From an optimization exercise on the open Yosys and OpenROAD flow, aimed at small area; shortcuts taken in it are not production practice. Function was checked by simulation only, so behaviour that the tests miss may differ from the original. Power figures rest on the tool's default switching activity, not on a simulated workload.

== build 33 ==
Design pc_crtc_top, start of the top module:
module pc_crtc_top (
   input  logic                I_CLK,
   input  logic                I_RST,
   input  logic                port30_we,
   input  logic                crtc_we,
   input  logic                adr,
   input  logic [7:0]          data,
   input  logic [7:0]          ram_data,
   input  logic                busack,
   output crtc_pkg::vram_adr_t ram_adr,
   output logic                busreq,
   output logic [3:0]          vga_r,
   output logic [3:0]          vga_g,
   output logic [3:0]          vga_b,
   output logic                vga_hs,
   output logic                vga_vs
);
Size in the first run: about 1700 cells after synthesis.
==> flow/config.mk <==
export PLATFORM = sky130hd
export DESIGN_NAME = pc_crtc_top
export DESIGN_NICKNAME = pc_crtc_top
export VERILOG_FILES = /design/flow/design.v
export SDC_FILE = /design/flow/constraint.sdc
export NUM_CORES = 4
export LEC_CHECK = 0
export CAP_MARGIN = 20
export CORE_MARGIN = 2
export CORE_UTILIZATION = 60
export CTS_BUF_LIST = sky130_fd_sc_hd__clkbuf_8
export CTS_CLUSTER_DIAMETER = 50
export CTS_CLUSTER_SIZE = 20
export SLEW_MARGIN = 20
==> flow/constraint.sdc <==
create_clock -name core_clock -period 4.5 [get_ports {I_CLK}]
set_input_delay 0.9000 -clock core_clock [delete_from_list [all_inputs] [get_ports {I_CLK}]]
set_output_delay 0.9000 -clock core_clock [all_outputs]
set_load 0.01 [all_outputs]
run.sh (not shown) runs the stock make flow with config.mk's settings and CLKGATE_MAP_FILE= SYNTH_SCRIPT=/design/flow/synth_recipe.tcl, a recipe that flattens the netlist after the stock synthesis.
Build 33: done, clean on timing, DRC and antenna
Setup changes, build 33 to build 60
==> flow/flow/run.sh (new file) <==
#!/bin/bash
# The standard layout (standard.sh) with these changes:
#  - synthesis: the standard script, but ABC uses flow/area.abc
#  - CTS: no dummy loads for skew balancing, clkbuf_8 clock buffers in
#    sink clusters of at most 20
#  - port buffers: the smallest buffer cell
set -euo pipefail
here=$(pwd)
export FLOW_SYNTH_TCL="$here/synth_recipe.tcl"
export AREA_ABC_SCRIPT="$here/flow/area.abc"
export CTS_ARGS="-sink_clustering_enable -repair_clock_nets -sink_clustering_size 20 -sink_clustering_max_diameter 50 -buf_list sky130_fd_sc_hd__clkbuf_8 -dont_use_dummy_load"
export BUFFER_PORTS_ARGS="-buffer_cell sky130_fd_sc_hd__buf_1"
bash standard.sh SYNTH_SCRIPT="$here/flow/synth_area.tcl" finish > standard_flow.log 2>&1
==> flow/flow/area.abc (new file) <==
&get -n
&st
&dch
&nf
&st
&syn2
&if -g -K 6
&synch2
&nf
&st
&syn2
&if -g -K 6
&synch2
&nf
&nf -R 1000 -p
&put
==> flow/flow/synth_area.tcl (new file) <==
# The standard synthesis (synth_recipe.tcl, sourced unchanged) with one
# difference: ABC maps the combinational logic with flow/area.abc, an
# area-recovering script, instead of ORFS's speed script.  Flip-flops are
# mapped before ABC runs, so the registers are the standard synthesis's.
proc abc {args} {
  set i [lsearch -exact $args -script]
  if {$i >= 0} { lset args [expr {$i + 1}] $::env(AREA_ABC_SCRIPT) }
  yosys abc {*}$args
}
source $::env(FLOW_SYNTH_TCL)
==> flow/standard.sh (new file) <==
#!/bin/bash
# synth_recipe.tcl (not shown) runs the flow's synth.tcl, then flattens the netlist and writes it again
# the make line also repeats each setting of config.mk as NAME=value (left out here)
make -C /OpenROAD-flow-scripts/flow DESIGN_CONFIG=/design/flow/config.mk WORK_HOME=/design/flow/orfs CLKGATE_MAP_FILE= SYNTH_SCRIPT=/design/flow/synth_recipe.tcl "${@:-finish}"
==> flow/config.mk <==
export PLATFORM = sky130hd
export DESIGN_NAME = pc_crtc_top
export DESIGN_NICKNAME = pc_crtc_top
export VERILOG_FILES = /design/flow/design.v
export SDC_FILE = /design/flow/constraint.sdc
export NUM_CORES = 4
export LEC_CHECK = 0
export CAP_MARGIN = 20
export CORE_MARGIN = 2
export CORE_UTILIZATION = 75
export SLEW_MARGIN = 20
removed: flow/run.sh
Notes after the runs:
Between build 60 and build 33, it is build 60 whose clock buffer instance count of the final layout is lower, by 6.
Compared with build 33, build 60 shows a higher setup slack.
Fmax delta for build 60 relative to build 33: about 14% higher
Cell leakage power, build 60 vs build 33: down by a few percent
The die extent in x of build 60 is lower than that of build 33.
Diff build 33..build 60 | number of levels the H-tree was split into | negligible
Synthesized area for build 60: 3.7% down relative to build 33
Die area | build 60 < build 33
Looking at worst hold slack, build 60 sits below build 33.
On worst endpoint data arrival time: build 60 sits below build 33.
Relative to build 60, the following input files were edited for build 94:
==> flow/flow/run.sh <==
#!/bin/bash
set -euo pipefail
export CTS_ARGS="-sink_clustering_enable -repair_clock_nets -sink_clustering_size 10 -sink_clustering_max_diameter 35 -buf_list sky130_fd_sc_hd__clkbuf_4 -dont_use_dummy_load"
bash standard.sh > standard_flow.log 2>&1
-- flow/config.mk --
<<< build 60, line 8
export CAP_MARGIN = 20
export CORE_MARGIN = 2
export CORE_UTILIZATION = 75
export SLEW_MARGIN = 20
>>> build 94, line 8
export CAP_MARGIN = 20
export CORE_MARGIN = 2
export CORE_UTILIZATION = 60
export SLEW_MARGIN = 20
removed: flow/flow/area.abc
removed: flow/flow/synth_area.tcl
--- outcome ---
Both conditions hold for build 94: the flow ran to the end and the final layout passed the timing, DRC and antenna checks. Taking build 60 as the reference, in build 94 slack of the worst reg-to-reg path increased 120 ps; die boundary height picked up an extra 14%; total power consumption of the routed design up 2.1%. Delta (build 94 minus build 60): aggregate global-route resource usage fell 6.5 points; maximum operating frequency fell about 12%. Relative to build 60, worst slew slack as a fraction of its limit has gone up in build 94.
The following lists how build 54 was set up differently from build 94:
==> flow/run.sh (new file) <==
#!/bin/bash
# synth_recipe.tcl (not shown) runs the flow's synth.tcl, then flattens the netlist and writes it again
# the make line also repeats each setting of config.mk as NAME=value (left out here)
make -C /OpenROAD-flow-scripts/flow DESIGN_CONFIG=/design/flow/config.mk WORK_HOME=/design/flow/orfs CLKGATE_MAP_FILE= SYNTH_SCRIPT=/design/flow/synth_recipe.tcl finish
-- flow/config.mk --
<<< build 94, line 9
export CORE_MARGIN = 2
export CORE_UTILIZATION = 60
export SLEW_MARGIN = 20
>>> build 54, line 9
export CORE_MARGIN = 2
export CORE_UTILIZATION = 60
export CTS_BUF_LIST = sky130_fd_sc_hd__clkbuf_4
export CTS_CLUSTER_DIAMETER = 35
export CTS_CLUSTER_SIZE = 10
export SLEW_MARGIN = 20
removed: flow/flow/run.sh
removed: flow/standard.sh
--- outcome ---
Diff build 94..build 54 | maximum frequency | negligible. [build 54] final design area excluding fillers rose 2.6% relative to build 94. Comparing build 94 and build 54, the higher final hold slack was measured on build 54. The power density of the placed cells in build 94 is 0.936 times that in build 54. Internal reg-to-reg setup slack: build 94 vs build 54, no meaningful difference. Comparing build 94 with build 54, the critical path data arrival time came out essentially unchanged. Lower overall power after layout goes to build 94 over build 54. Across build 94 and build 54, the outcome is the same: a clean finish for every run. In the tables for build 94 and build 54, post-layout worst setup margin reads higher with build 94.

-- separate check: timing with driven ports --
In the flow no input, the clock included, has a driving cell. The finished layouts below were timed again as built, in two steps. Step 1 sets driving cells, clkbuf_16 on the clock port and buf_2 on the other inputs (assumed; they add their load-dependent delay and slew). Step 2, shift: input delay + t, output delay - t, t = (earliest + latest rising clock arrival at the registers) / 2. This alone moves slack from input paths to output paths. Slacks: no drivers / after step 1 / after step 2; pairs: no drivers / after step 1.
run	t (ns)	slack for setup (ns)	hold slack, ns	worst register clock-pin slew, ns	pins driven straight from the clock port
build 33	0.708	0.352 / 0.298 / 0.974	0.322 / 0.322 / 0.322	0.11 / 0.11	1
build 60	0.623	0.863 / 0.813 / 0.985	0.252 / 0.252 / 0.252	0.12 / 0.12	1
build 94	0.832	0.371 / 0.324 / 1.110	0.294 / 0.294 / 0.294	0.10 / 0.10	1
build 54	0.857	0.360 / 0.313 / 1.100	0.306 / 0.306 / 0.306	0.11 / 0.11	1
After both steps every run listed still meets setup and hold.
